Context: an optimization exercise on an open-source flow, tuned for small area, a short achievable clock period and few clock cycles per item. The choices shown serve that exercise and are no tape-out recipe.
Function was checked by simulation only, so behaviour that the tests miss may differ from the original.

==> design.v <==
package fau_pkg;
   localparam int OPERAND_BITS_DEF = 16;
   localparam int NUM_W = 34;
   localparam int DEN_W = 31;
   localparam int TYPE_W = 2;
   localparam int RSP_FIELDS_W = NUM_W + DEN_W + 1;
   localparam int RSP_TDATA_W = ((RSP_FIELDS_W + 7) / 8) * 8;
   localparam logic [TYPE_W-1:0] OP_ADD = 2'd0;
   localparam logic [TYPE_W-1:0] OP_SUB = 2'd1;
   localparam logic [TYPE_W-1:0] OP_MUL = 2'd2;
   localparam logic [TYPE_W-1:0] OP_DIV = 2'd3;
   localparam logic [1:0] MUL_NUM0 = 2'd0;
   localparam logic [1:0] MUL_NUM1 = 2'd1;
   localparam logic [1:0] MUL_DEN  = 2'd2;
   localparam logic DIV_SEL_NUM = 1'b0;
   localparam logic DIV_SEL_DEN = 1'b1;
   typedef struct packed {
      logic       load;
      logic       mul_en;
      logic [1:0] mul_sel;
      logic       sum_en;
      logic       gcd_init;
      logic       gcd_step;
      logic       div_init;
      logic       div_sel;
      logic       div_step;
      logic       save_num;
      logic       out_load;
   } cmd_type;
   typedef struct packed {
      logic gcd_done;
      logic div_last;
   } status_type;
endpackage
module fau_ctrl (
   input  logic                clock,
   input  logic                reset,
   input  logic                req_tvalid,
   output logic                req_tready,
   output logic                rsp_tvalid,
   input  logic                rsp_tready,
   input  fau_pkg::status_type status,
   output fau_pkg::cmd_type    cmd
);
   localparam logic [3:0] S_IDLE = 4'd0;
   localparam logic [3:0] S_MUL0 = 4'd1;
   localparam logic [3:0] S_MUL1 = 4'd2;
   localparam logic [3:0] S_MUL2 = 4'd3;
   localparam logic [3:0] S_SUM  = 4'd4;
   localparam logic [3:0] S_GINI = 4'd5;
   localparam logic [3:0] S_GCD  = 4'd6;
   localparam logic [3:0] S_DIVN = 4'd7;
   localparam logic [3:0] S_SWAP = 4'd8;
   localparam logic [3:0] S_DIVD = 4'd9;
   localparam logic [3:0] S_DONE = 4'd10;
   logic [3:0] state_ff;
   logic [3:0] state_in;
   logic       rsp_valid_ff;
   logic       rsp_valid_in;
   assign req_tready = (state_ff == S_IDLE) && !reset;
   assign rsp_tvalid = rsp_valid_ff;
   always_comb begin
      cmd = '0;
      cmd.mul_sel = fau_pkg::MUL_NUM0;
      cmd.div_sel = fau_pkg::DIV_SEL_NUM;
      state_in = state_ff;
      unique case (state_ff)
         S_IDLE: begin
            if (req_tvalid) begin
               cmd.load = 1'b1;
               state_in = S_MUL0;
            end
         end
         S_MUL0: begin
            cmd.mul_en = 1'b1;
            cmd.mul_sel = fau_pkg::MUL_NUM0;
            state_in = S_MUL1;
         end
         S_MUL1: begin
            cmd.mul_en = 1'b1;
            cmd.mul_sel = fau_pkg::MUL_NUM1;
            state_in = S_MUL2;
         end
         S_MUL2: begin
            cmd.mul_en = 1'b1;
            cmd.mul_sel = fau_pkg::MUL_DEN;
            state_in = S_SUM;
         end
         S_SUM: begin
            cmd.sum_en = 1'b1;
            state_in = S_GINI;
         end
         S_GINI: begin
            cmd.gcd_init = 1'b1;
            state_in = S_GCD;
         end
         S_GCD: begin
            if (status.gcd_done) begin
               cmd.div_init = 1'b1;
               cmd.div_sel = fau_pkg::DIV_SEL_NUM;
               state_in = S_DIVN;
            end else begin
               cmd.gcd_step = 1'b1;
            end
         end
         S_DIVN: begin
            cmd.div_step = 1'b1;
            if (status.div_last) begin
               state_in = S_SWAP;
            end
         end
         S_SWAP: begin
            cmd.save_num = 1'b1;
            cmd.div_init = 1'b1;
            cmd.div_sel = fau_pkg::DIV_SEL_DEN;
            state_in = S_DIVD;
         end
         S_DIVD: begin
            cmd.div_step = 1'b1;
            if (status.div_last) begin
               state_in = S_DONE;
            end
         end
         S_DONE: begin
            if (!rsp_valid_ff || rsp_tready) begin
               cmd.out_load = 1'b1;
               state_in = S_IDLE;
            end
         end
         default: begin
            state_in = S_IDLE;
         end
      endcase
   end
   always_comb begin
      rsp_valid_in = rsp_valid_ff;
      if (cmd.out_load) begin
         rsp_valid_in = 1'b1;
      end else if (rsp_tready) begin
         rsp_valid_in = 1'b0;
      end
   end
   always_ff @(posedge clock) begin
      if (reset) begin
         state_ff <= S_IDLE;
         rsp_valid_ff <= 1'b0;
      end else begin
         state_ff <= state_in;
         rsp_valid_ff <= rsp_valid_in;
      end
   end
endmodule
module fau_dp #(
   parameter int OPERAND_BITS = fau_pkg::OPERAND_BITS_DEF
) (
   input  logic                            clock,
   input  logic                            reset,
   input  fau_pkg::cmd_type                cmd,
   output fau_pkg::status_type             status,
   input  logic [fau_pkg::TYPE_W-1:0]      req_type,
   input  logic signed [OPERAND_BITS-1:0]  a_num,
   input  logic signed [OPERAND_BITS-1:0]  a_den,
   input  logic signed [OPERAND_BITS-1:0]  b_num,
   input  logic signed [OPERAND_BITS-1:0]  b_den,
   output logic signed [fau_pkg::NUM_W-1:0] res_num,
   output logic [fau_pkg::DEN_W-1:0]       res_den,
   output logic                            zero_den
);
   localparam int B = OPERAND_BITS;
   localparam int MAG_W = 2 * B;
   localparam int KW = $clog2(MAG_W + 1);
   localparam int CW = $clog2(MAG_W);
   localparam int EXT_W = (MAG_W > fau_pkg::NUM_W) ? MAG_W : fau_pkg::NUM_W;
   logic [fau_pkg::TYPE_W-1:0] op_ff, op_in;
   logic [B-1:0] an_ff, an_in, ad_ff, ad_in, bn_ff, bn_in, bd_ff, bd_in;
   logic [MAG_W-1:0] p0_mag_ff, p0_mag_in, p1_mag_ff, p1_mag_in;
   logic p0_neg_ff, p0_neg_in, p1_neg_ff, p1_neg_in;
   logic [MAG_W-1:0] den_mag_ff, den_mag_in, num_mag_ff, num_mag_in;
   logic den_neg_ff, den_neg_in, num_neg_ff, num_neg_in;
   logic [MAG_W-1:0] u_ff, u_in, v_ff, v_in, g_ff, g_in;
   logic [KW-1:0] k_ff, k_in;
   logic gcd_done_ff, gcd_done_in;
   logic [MAG_W-1:0] rem_ff, rem_in, quo_ff, quo_in, nm_ff, nm_in;
   logic [CW-1:0] cnt_ff, cnt_in;
   logic signed [fau_pkg::NUM_W-1:0] res_num_ff, res_num_in;
   logic [fau_pkg::DEN_W-1:0] res_den_ff, res_den_in;
   logic zero_den_ff, zero_den_in;
   logic [B-1:0] mx, my;
   logic mx_s, my_s;
   logic [B-1:0] mx_mag, my_mag;
   logic [MAG_W-1:0] prod;
   logic prod_neg;
   logic t_neg;
   logic [MAG_W-1:0] s_mag;
   logic s_neg;
   logic [MAG_W:0] trial;
   logic [MAG_W:0] trial_diff;
   logic [MAG_W-1:0] u_minus_v, v_minus_u;
   logic out_neg;
   logic [EXT_W-1:0] nm_ext, dm_ext, nout;
   assign status.gcd_done = gcd_done_ff;
   assign status.div_last = (cnt_ff == CW'(MAG_W - 1));
   assign res_num = res_num_ff;
   assign res_den = res_den_ff;
   assign zero_den = zero_den_ff;
   always_comb begin
      unique case (cmd.mul_sel)
         fau_pkg::MUL_NUM0: begin
            mx = an_ff;
            my = (op_ff == fau_pkg::OP_MUL) ? bn_ff : bd_ff;
         end
         fau_pkg::MUL_NUM1: begin
            mx = bn_ff;
            my = ad_ff;
         end
         fau_pkg::MUL_DEN: begin
            mx = ad_ff;
            my = (op_ff == fau_pkg::OP_DIV) ? bn_ff : bd_ff;
         end
         default: begin
            mx = an_ff;
            my = bd_ff;
         end
      endcase
      mx_s = mx[B-1];
      my_s = my[B-1];
      mx_mag = mx_s ? (~mx + 1'b1) : mx;
      my_mag = my_s ? (~my + 1'b1) : my;
      prod = MAG_W'(mx_mag) * MAG_W'(my_mag);
      prod_neg = (mx_s != my_s) && (prod != '0);
   end
   always_comb begin
      t_neg = p1_neg_ff;
      if (op_ff == fau_pkg::OP_SUB) begin
         t_neg = !p1_neg_ff && (p1_mag_ff != '0);
      end
      if (p0_neg_ff == t_neg) begin
         s_mag = p0_mag_ff + p1_mag_ff;
         s_neg = p0_neg_ff;
      end else if (p0_mag_ff >= p1_mag_ff) begin
         s_mag = p0_mag_ff - p1_mag_ff;
         s_neg = p0_neg_ff;
      end else begin
         s_mag = p1_mag_ff - p0_mag_ff;
         s_neg = t_neg;
      end
      if (s_mag == '0) begin
         s_neg = 1'b0;
      end
   end
   assign u_minus_v = u_ff - v_ff;
   assign v_minus_u = v_ff - u_ff;
   assign trial = {rem_ff, quo_ff[MAG_W-1]};
   assign trial_diff = trial - {1'b0, g_ff};
   assign out_neg = (num_neg_ff != den_neg_ff) && (nm_ff != '0);
   assign nm_ext = EXT_W'(nm_ff);
   assign dm_ext = EXT_W'(quo_ff);
   assign nout = out_neg ? (~nm_ext + 1'b1) : nm_ext;
   always_comb begin
      op_in = op_ff;
      an_in = an_ff;
      ad_in = ad_ff;
      bn_in = bn_ff;
      bd_in = bd_ff;
      p0_mag_in = p0_mag_ff;
      p0_neg_in = p0_neg_ff;
      p1_mag_in = p1_mag_ff;
      p1_neg_in = p1_neg_ff;
      den_mag_in = den_mag_ff;
      den_neg_in = den_neg_ff;
      num_mag_in = num_mag_ff;
      num_neg_in = num_neg_ff;
      u_in = u_ff;
      v_in = v_ff;
      k_in = k_ff;
      g_in = g_ff;
      gcd_done_in = gcd_done_ff;
      rem_in = rem_ff;
      quo_in = quo_ff;
      cnt_in = cnt_ff;
      nm_in = nm_ff;
      res_num_in = res_num_ff;
      res_den_in = res_den_ff;
      zero_den_in = zero_den_ff;
      if (cmd.load) begin
         op_in = req_type;
         an_in = a_num;
         ad_in = a_den;
         bn_in = b_num;
         bd_in = b_den;
      end
      if (cmd.mul_en) begin
         unique case (cmd.mul_sel)
            fau_pkg::MUL_NUM0: begin
               p0_mag_in = prod;
               p0_neg_in = prod_neg;
            end
            fau_pkg::MUL_NUM1: begin
               p1_mag_in = prod;
               p1_neg_in = prod_neg;
            end
            fau_pkg::MUL_DEN: begin
               den_mag_in = prod;
               den_neg_in = prod_neg;
            end
            default: begin
               den_mag_in = den_mag_ff;
            end
         endcase
      end
      if (cmd.sum_en) begin
         if (op_ff == fau_pkg::OP_ADD || op_ff == fau_pkg::OP_SUB) begin
            num_mag_in = s_mag;
            num_neg_in = s_neg;
         end else begin
            num_mag_in = p0_mag_ff;
            num_neg_in = p0_neg_ff;
         end
      end
      if (cmd.gcd_init) begin
         u_in = num_mag_ff;
         v_in = den_mag_ff;
         k_in = '0;
         gcd_done_in = 1'b0;
         if (num_mag_ff == '0 && den_mag_ff == '0) begin
            g_in = MAG_W'(1);
            gcd_done_in = 1'b1;
         end else if (num_mag_ff == '0) begin
            g_in = den_mag_ff;
            gcd_done_in = 1'b1;
         end else if (den_mag_ff == '0) begin
            g_in = num_mag_ff;
            gcd_done_in = 1'b1;
         end
      end
      if (cmd.gcd_step) begin
         priority if (!u_ff[0] && !v_ff[0]) begin
            u_in = u_ff >> 1;
            v_in = v_ff >> 1;
            k_in = k_ff + 1'b1;
         end else if (!u_ff[0]) begin
            u_in = u_ff >> 1;
         end else if (!v_ff[0]) begin
            v_in = v_ff >> 1;
         end else if (u_ff == v_ff) begin
            g_in = u_ff << k_ff;
            gcd_done_in = 1'b1;
         end else if (u_ff > v_ff) begin
            u_in = u_minus_v >> 1;
         end else begin
            v_in = v_minus_u >> 1;
         end
      end
      if (cmd.save_num) begin
         nm_in = quo_ff;
      end
      if (cmd.div_init) begin
         quo_in = (cmd.div_sel == fau_pkg::DIV_SEL_DEN) ? den_mag_ff : num_mag_ff;
         rem_in = '0;
         cnt_in = '0;
      end
      if (cmd.div_step) begin
         if (!trial_diff[MAG_W]) begin
            rem_in = trial_diff[MAG_W-1:0];
            quo_in = {quo_ff[MAG_W-2:0], 1'b1};
         end else begin
            rem_in = trial[MAG_W-1:0];
            quo_in = {quo_ff[MAG_W-2:0], 1'b0};
         end
         cnt_in = cnt_ff + 1'b1;
      end
      if (cmd.out_load) begin
         res_num_in = nout[fau_pkg::NUM_W-1:0];
         res_den_in = dm_ext[fau_pkg::DEN_W-1:0];
         zero_den_in = (quo_ff == '0);
      end
   end
   always_ff @(posedge clock) begin
      if (reset) begin
         gcd_done_ff <= 1'b0;
         cnt_ff <= '0;
      end else begin
         gcd_done_ff <= gcd_done_in;
         cnt_ff <= cnt_in;
      end
   end
   always_ff @(posedge clock) begin
      op_ff <= op_in;
      an_ff <= an_in;
      ad_ff <= ad_in;
      bn_ff <= bn_in;
      bd_ff <= bd_in;
      p0_mag_ff <= p0_mag_in;
      p0_neg_ff <= p0_neg_in;
      p1_mag_ff <= p1_mag_in;
      p1_neg_ff <= p1_neg_in;
      den_mag_ff <= den_mag_in;
      den_neg_ff <= den_neg_in;
      num_mag_ff <= num_mag_in;
      num_neg_ff <= num_neg_in;
      u_ff <= u_in;
      v_ff <= v_in;
      k_ff <= k_in;
      g_ff <= g_in;
      rem_ff <= rem_in;
      quo_ff <= quo_in;
      nm_ff <= nm_in;
      res_num_ff <= res_num_in;
      res_den_ff <= res_den_in;
      zero_den_ff <= zero_den_in;
   end
endmodule
module fraction_arithmetic_unit #(
   parameter int OPERAND_BITS = fau_pkg::OPERAND_BITS_DEF
) (
   input  logic clock,
   input  logic reset,
   input  logic req_tvalid,
   output logic req_tready,
   input  logic [((fau_pkg::TYPE_W + 4 * OPERAND_BITS + 7) / 8) * 8 - 1:0] req_tdata,
   output logic rsp_tvalid,
   input  logic rsp_tready,
   output logic [fau_pkg::RSP_TDATA_W-1:0] rsp_tdata
);
   localparam int B = OPERAND_BITS;
   localparam int TW = fau_pkg::TYPE_W;
   localparam int RSP_PAD = fau_pkg::RSP_TDATA_W - fau_pkg::RSP_FIELDS_W;
   fau_pkg::cmd_type    cmd;
   fau_pkg::status_type status;
   logic signed [fau_pkg::NUM_W-1:0] res_num;
   logic [fau_pkg::DEN_W-1:0]        res_den;
   logic                             zero_den;
   fau_ctrl u_ctrl (
      .clock      (clock),
      .reset      (reset),
      .req_tvalid (req_tvalid),
      .req_tready (req_tready),
      .rsp_tvalid (rsp_tvalid),
      .rsp_tready (rsp_tready),
      .status     (status),
      .cmd        (cmd)
   );
   fau_dp #(
      .OPERAND_BITS (OPERAND_BITS)
   ) u_dp (
      .clock    (clock),
      .reset    (reset),
      .cmd      (cmd),
      .status   (status),
      .req_type (req_tdata[TW-1:0]),
      .a_num    (req_tdata[TW +: B]),
      .a_den    (req_tdata[TW + B +: B]),
      .b_num    (req_tdata[TW + 2 * B +: B]),
      .b_den    (req_tdata[TW + 3 * B +: B]),
      .res_num  (res_num),
      .res_den  (res_den),
      .zero_den (zero_den)
   );
   assign rsp_tdata = {{RSP_PAD{1'b0}}, zero_den, res_den, res_num};
endmodule
==> run.sh <==
#!/bin/bash
# synth_recipe.tcl (not shown) runs the flow's synth.tcl, then flattens the netlist and writes it again
# the make line also repeats each setting of config.mk as NAME=value (left out here)
make -C /OpenROAD-flow-scripts/flow DESIGN_CONFIG=/design/flow/config.mk WORK_HOME=/design/flow/orfs CLKGATE_MAP_FILE= SYNTH_SCRIPT=/design/flow/synth_recipe.tcl finish
==> config.mk <==
export PLATFORM = sky130hd
export DESIGN_NAME = fraction_arithmetic_unit
export DESIGN_NICKNAME = fraction_arithmetic_unit
export VERILOG_FILES = /design/flow/design.v
export SDC_FILE = /design/flow/constraint.sdc
export NUM_CORES = 4
export LEC_CHECK = 0
export CAP_MARGIN = 20
export CORE_MARGIN = 2
export CORE_UTILIZATION = 40
export SLEW_MARGIN = 20
==> constraint.sdc <==
create_clock -name core_clock -period 12.0 [get_ports {clock}]
set_input_delay 2.4000 -clock core_clock [delete_from_list [all_inputs] [get_ports {clock}]]
set_output_delay 2.4000 -clock core_clock [all_outputs]
set_load 0.01 [all_outputs]
==> notes.md <==
per-stage QoR:
step           worst slack (ps)  std cells
2_1_floorplan              1028       4551
3_3_place_gp              330.5       5902
3_5_place_dp              300.0       5902
4_1_cts                   194.3       6000
5_1_grt                   5.260       6002
6_report                  580.1       6002
cell families (layout without fill, tap and decap cells):
kind of cell	count (synthesis)	after routing
simple gates	1316	1316
compound gates	1173	1173
buf+inv	706	789
fa+ha+maj	507	507
flops	473	473
xor+xnor	199	199
mux	171	171
other cells	1	6
layout make-up:
| cell class | count | area share |
|---|---|---|
| Inverter | 477 | 0.03929 |
| Sequential cell | 473 | 0.2867 |
| Clock inverter | 34 | 0.009163 |
| Timing Repair Buffer | 214 | 0.04274 |
| Tap cell | 1368 | 0.03753 |
| Clock buffer | 64 | 0.03018 |
| Multi-Input combinational cell | 3372 | 0.5544 |
timing repair:
| action | 4_1_cts | 5_1_grt |
|---|---|---|
| resized for setup | 0 | 21 |
| setup endpoints to repair | 0 | 3 |
| hold endpoints to repair | 0 | 0 |
| setup buffers | 0 | 2 |
registers in the layout, indices dropped and copies added (netlist names), 2 cells and up:
| name | flops |
|---|---|
| u_dp.res_num_ff | 34 |
| u_dp.p0_mag_ff | 32 |
| u_dp.v_ff | 32 |
| u_dp.g_ff | 32 |
| u_dp.k_ff | 6 |
| u_dp.ad_ff | 16 |
| u_dp.u_ff | 32 |
| u_dp.cnt_ff | 5 |
| u_dp.bn_ff | 16 |
| u_dp.res_den_ff | 31 |
| u_ctrl.state_ff | 4 |
| u_dp.bd_ff | 16 |
| u_dp.quo_ff | 32 |
| u_dp.nm_ff | 32 |
| u_dp.num_mag_ff | 32 |
| u_dp.op_ff | 2 |
| u_dp.an_ff | 16 |
| u_dp.rem_ff | 32 |
| u_dp.den_mag_ff | 32 |
| u_dp.p1_mag_ff | 32 |
path summary, 6_finish.rpt:
kind,start,to,slack (ps),cells after the start
min,u_dp.quo_ff[26]$_DFFE_PP_,u_dp.res_den_ff[26]$_DFFE_PP_,510,0
max reg2reg,u_ctrl.state_ff[0]$_SDFFE_PP0P_,u_dp.p0_neg_ff$_DFFE_PP_,580,38
min reg2reg,u_dp.quo_ff[26]$_DFFE_PP_,u_dp.res_den_ff[26]$_DFFE_PP_,510,0
max,u_ctrl.state_ff[0]$_SDFFE_PP0P_,u_dp.p0_neg_ff$_DFFE_PP_,580,38
worst reg2reg max path: cells and delay by family, from the launching register on:
family / cells / cell delay, ps
flops: 1 / 480
fa+ha+maj: 8 / 3260
simple gates: 15 / 4440
xor+xnor: 2 / 450
buf+inv: 8 / 900
compound gates: 5 / 1590
routing by layer:
metal,track usage,up-vias,share of wire
met4,0.1260,2,0.057
met1,0.3079,16660,0.41
met5,0,-,0.00013
li1,-,16180,-
met2,0.4209,1188,0.48
met3,0.02810,313,0.057
cell usage in the layout, fill, tap and decap left out, types with 86 or more instances in the layout:
| cell type | count |
|---|---|
| edfxtp_1 | 360 |
| inv_1 | 472 |
| fa_1 | 200 |
| xnor2_1 | 128 |
| ha_1 | 306 |
| a21oi_1 | 308 |
| nand2_1 | 498 |
| o21ai_0 | 299 |
| mux2i_1 | 130 |
| a21o_1 | 86 |
| dfxtp_1 | 111 |
| nor2_1 | 334 |
| clkdlybuf4s50_1 | 137 |
==> reports/metrics.yaml <==
sta:
  finalHoldViolCount: 0
  max_slew_margin: 0.2974
  tns_ps: 0
  fin_crit_ps: 11420
  timing.fmax_ghz: 0.08757
  rsz0062_at_grt: "no"
  skew_ps: 74.98
  period_share: 0.9517
  drv_slew: 0
  setup_violations: 0
  hold_slack_ps: 505.2
  worstMarginPinSlew_ps: 1051
synth:
  synth_enable_flop_cells: 360
  synth_fa_ha_area_frac: 0.1919
  synth_top_family_by_area: "adder cells"
  yosys.area_share.xor_xnor: 0.04265
  seq_area_frac_synth: 0.3199
  synthArstFlopShare: 0
  ys_warn_count: 2
  synth_seq_cells: 473
  yosysMostFrequentCell: "nand2_1"
  synth_top_area_share: 0.2645
  synth_simple_gate_area_frac: 0.1488
  ys_top_cells_by_count: "nand2_1, inv_1, edfxtp_1"
  netlist_area_um2: 40870
  synthMuxAreaShare: 0.04791
  post_synth.cell_area_avg_um2: 8.990
  synth_compound_area_frac: 0.1832
  synthDistinctLibCells: 94
  synthTopCellsByArea: "edfxtp_1, fa_1, ha_1"
  syn_inst: 4546
  yosysTopAreaCell: "edfxtp_1"
  synth_flop_cell: "edfxtp_1"
route:
  wl_um: 130100
  post_drt_wl_per_cell_um: 21.68
  drcViolationCount: 0
  vias: 34350
  dr.pass1.iters: 6
  drt_iter0_drc: 2974
  ant_nets: 0
  vias_per_cell: 5.722
critical_path:
  worstPathArrival_ps: 11740
  startpoint_type: "register"
  endpoint_kind: "register"
  path_common_cell: "inv_1"
  cp_top_family: "simple AND/OR/NAND/NOR gates"
  worst_path_largest_cell_delay_ps: 540
  worstPathMaxFanout: 11
  crit_path_top_delay_cell: "or4_1"
  path_class: "reg2reg"
  crit_required_ps: 12320
  crit_buf_inv: 8
die:
  die_width_um: 323.7
  ios: 150
  die-area_um2: 104700
  num_rows: 117
  die_y_um: 323.7
  initial_core_util: 0.4023
  core_area_um2: 101600
clock_network:
  cts_tree: "built"
  cts.clk_slew.worst_paths_ps: 60
  clock-sinks: 473
  insertion_delay_ps: 640
  clockBufferDepth: 3
  cts_max_level: 2
  cts_hold_buf: 0
  cts-root-buf: "clkbuf_16"
  numCtsBuffers: 52
run:
  drv_cap: 0
finish:
  synthToLayoutAreaGrowth_pct: 11.59
  design_area_um2: 45610
  multi_input_area_um2: 25280
  n_fill_cell: 9991
  final_util: 0.4489
  antenna_cells: 0
  seqCellArea_um2: 13080
  drive_above_1_share: 0.05805
  layout.nets: 5173
global_route:
  grt_pass1_vias: 33440
  grt_max_degree: 67
  grt_usage: 0.2465
  antenna_found_initial: 1
  grt_pass1_wl_um: 199000
  grt_overflow_total: 0
placed_design:
  place.gp.congestion: 0.9852
  placed_area_um2: 43710
  dp_hpwl_um: 101500
  io_buffer_count: 137
min_path:
  min_path_type: "reg2reg"
status:
  status: "complete, no violations"
Testbench counts, summed over its fixed seeds: cycles 142,089, items 1,280.

## re-timing with driven ports
How much do the figures lean on ideal ports? The routed layout below was timed once more, with nothing changed but the port constraints.
Step 1: set_driving_cell puts a clkbuf_16 on clock and a buf_2 on each other input, an assumption about the parent block.
Step 2 times the ports against the registers' clock, not the clock port: input delays grow and output delays shrink by t, the midpoint of the rising clock arrivals with the driver on.
Three values: no drivers, after step 1, after step 2; two values: the first two.
shift t [ns]: 0.672
setup slack, ns: 0.580 / 0.580 / 0.580
clock arrival spread, ns: 0.076 / 0.077
After both steps this run still meets setup and hold. For this run, drivers alone change the setup slack by 0.000 ns; drivers and shift together by 0.000 ns.
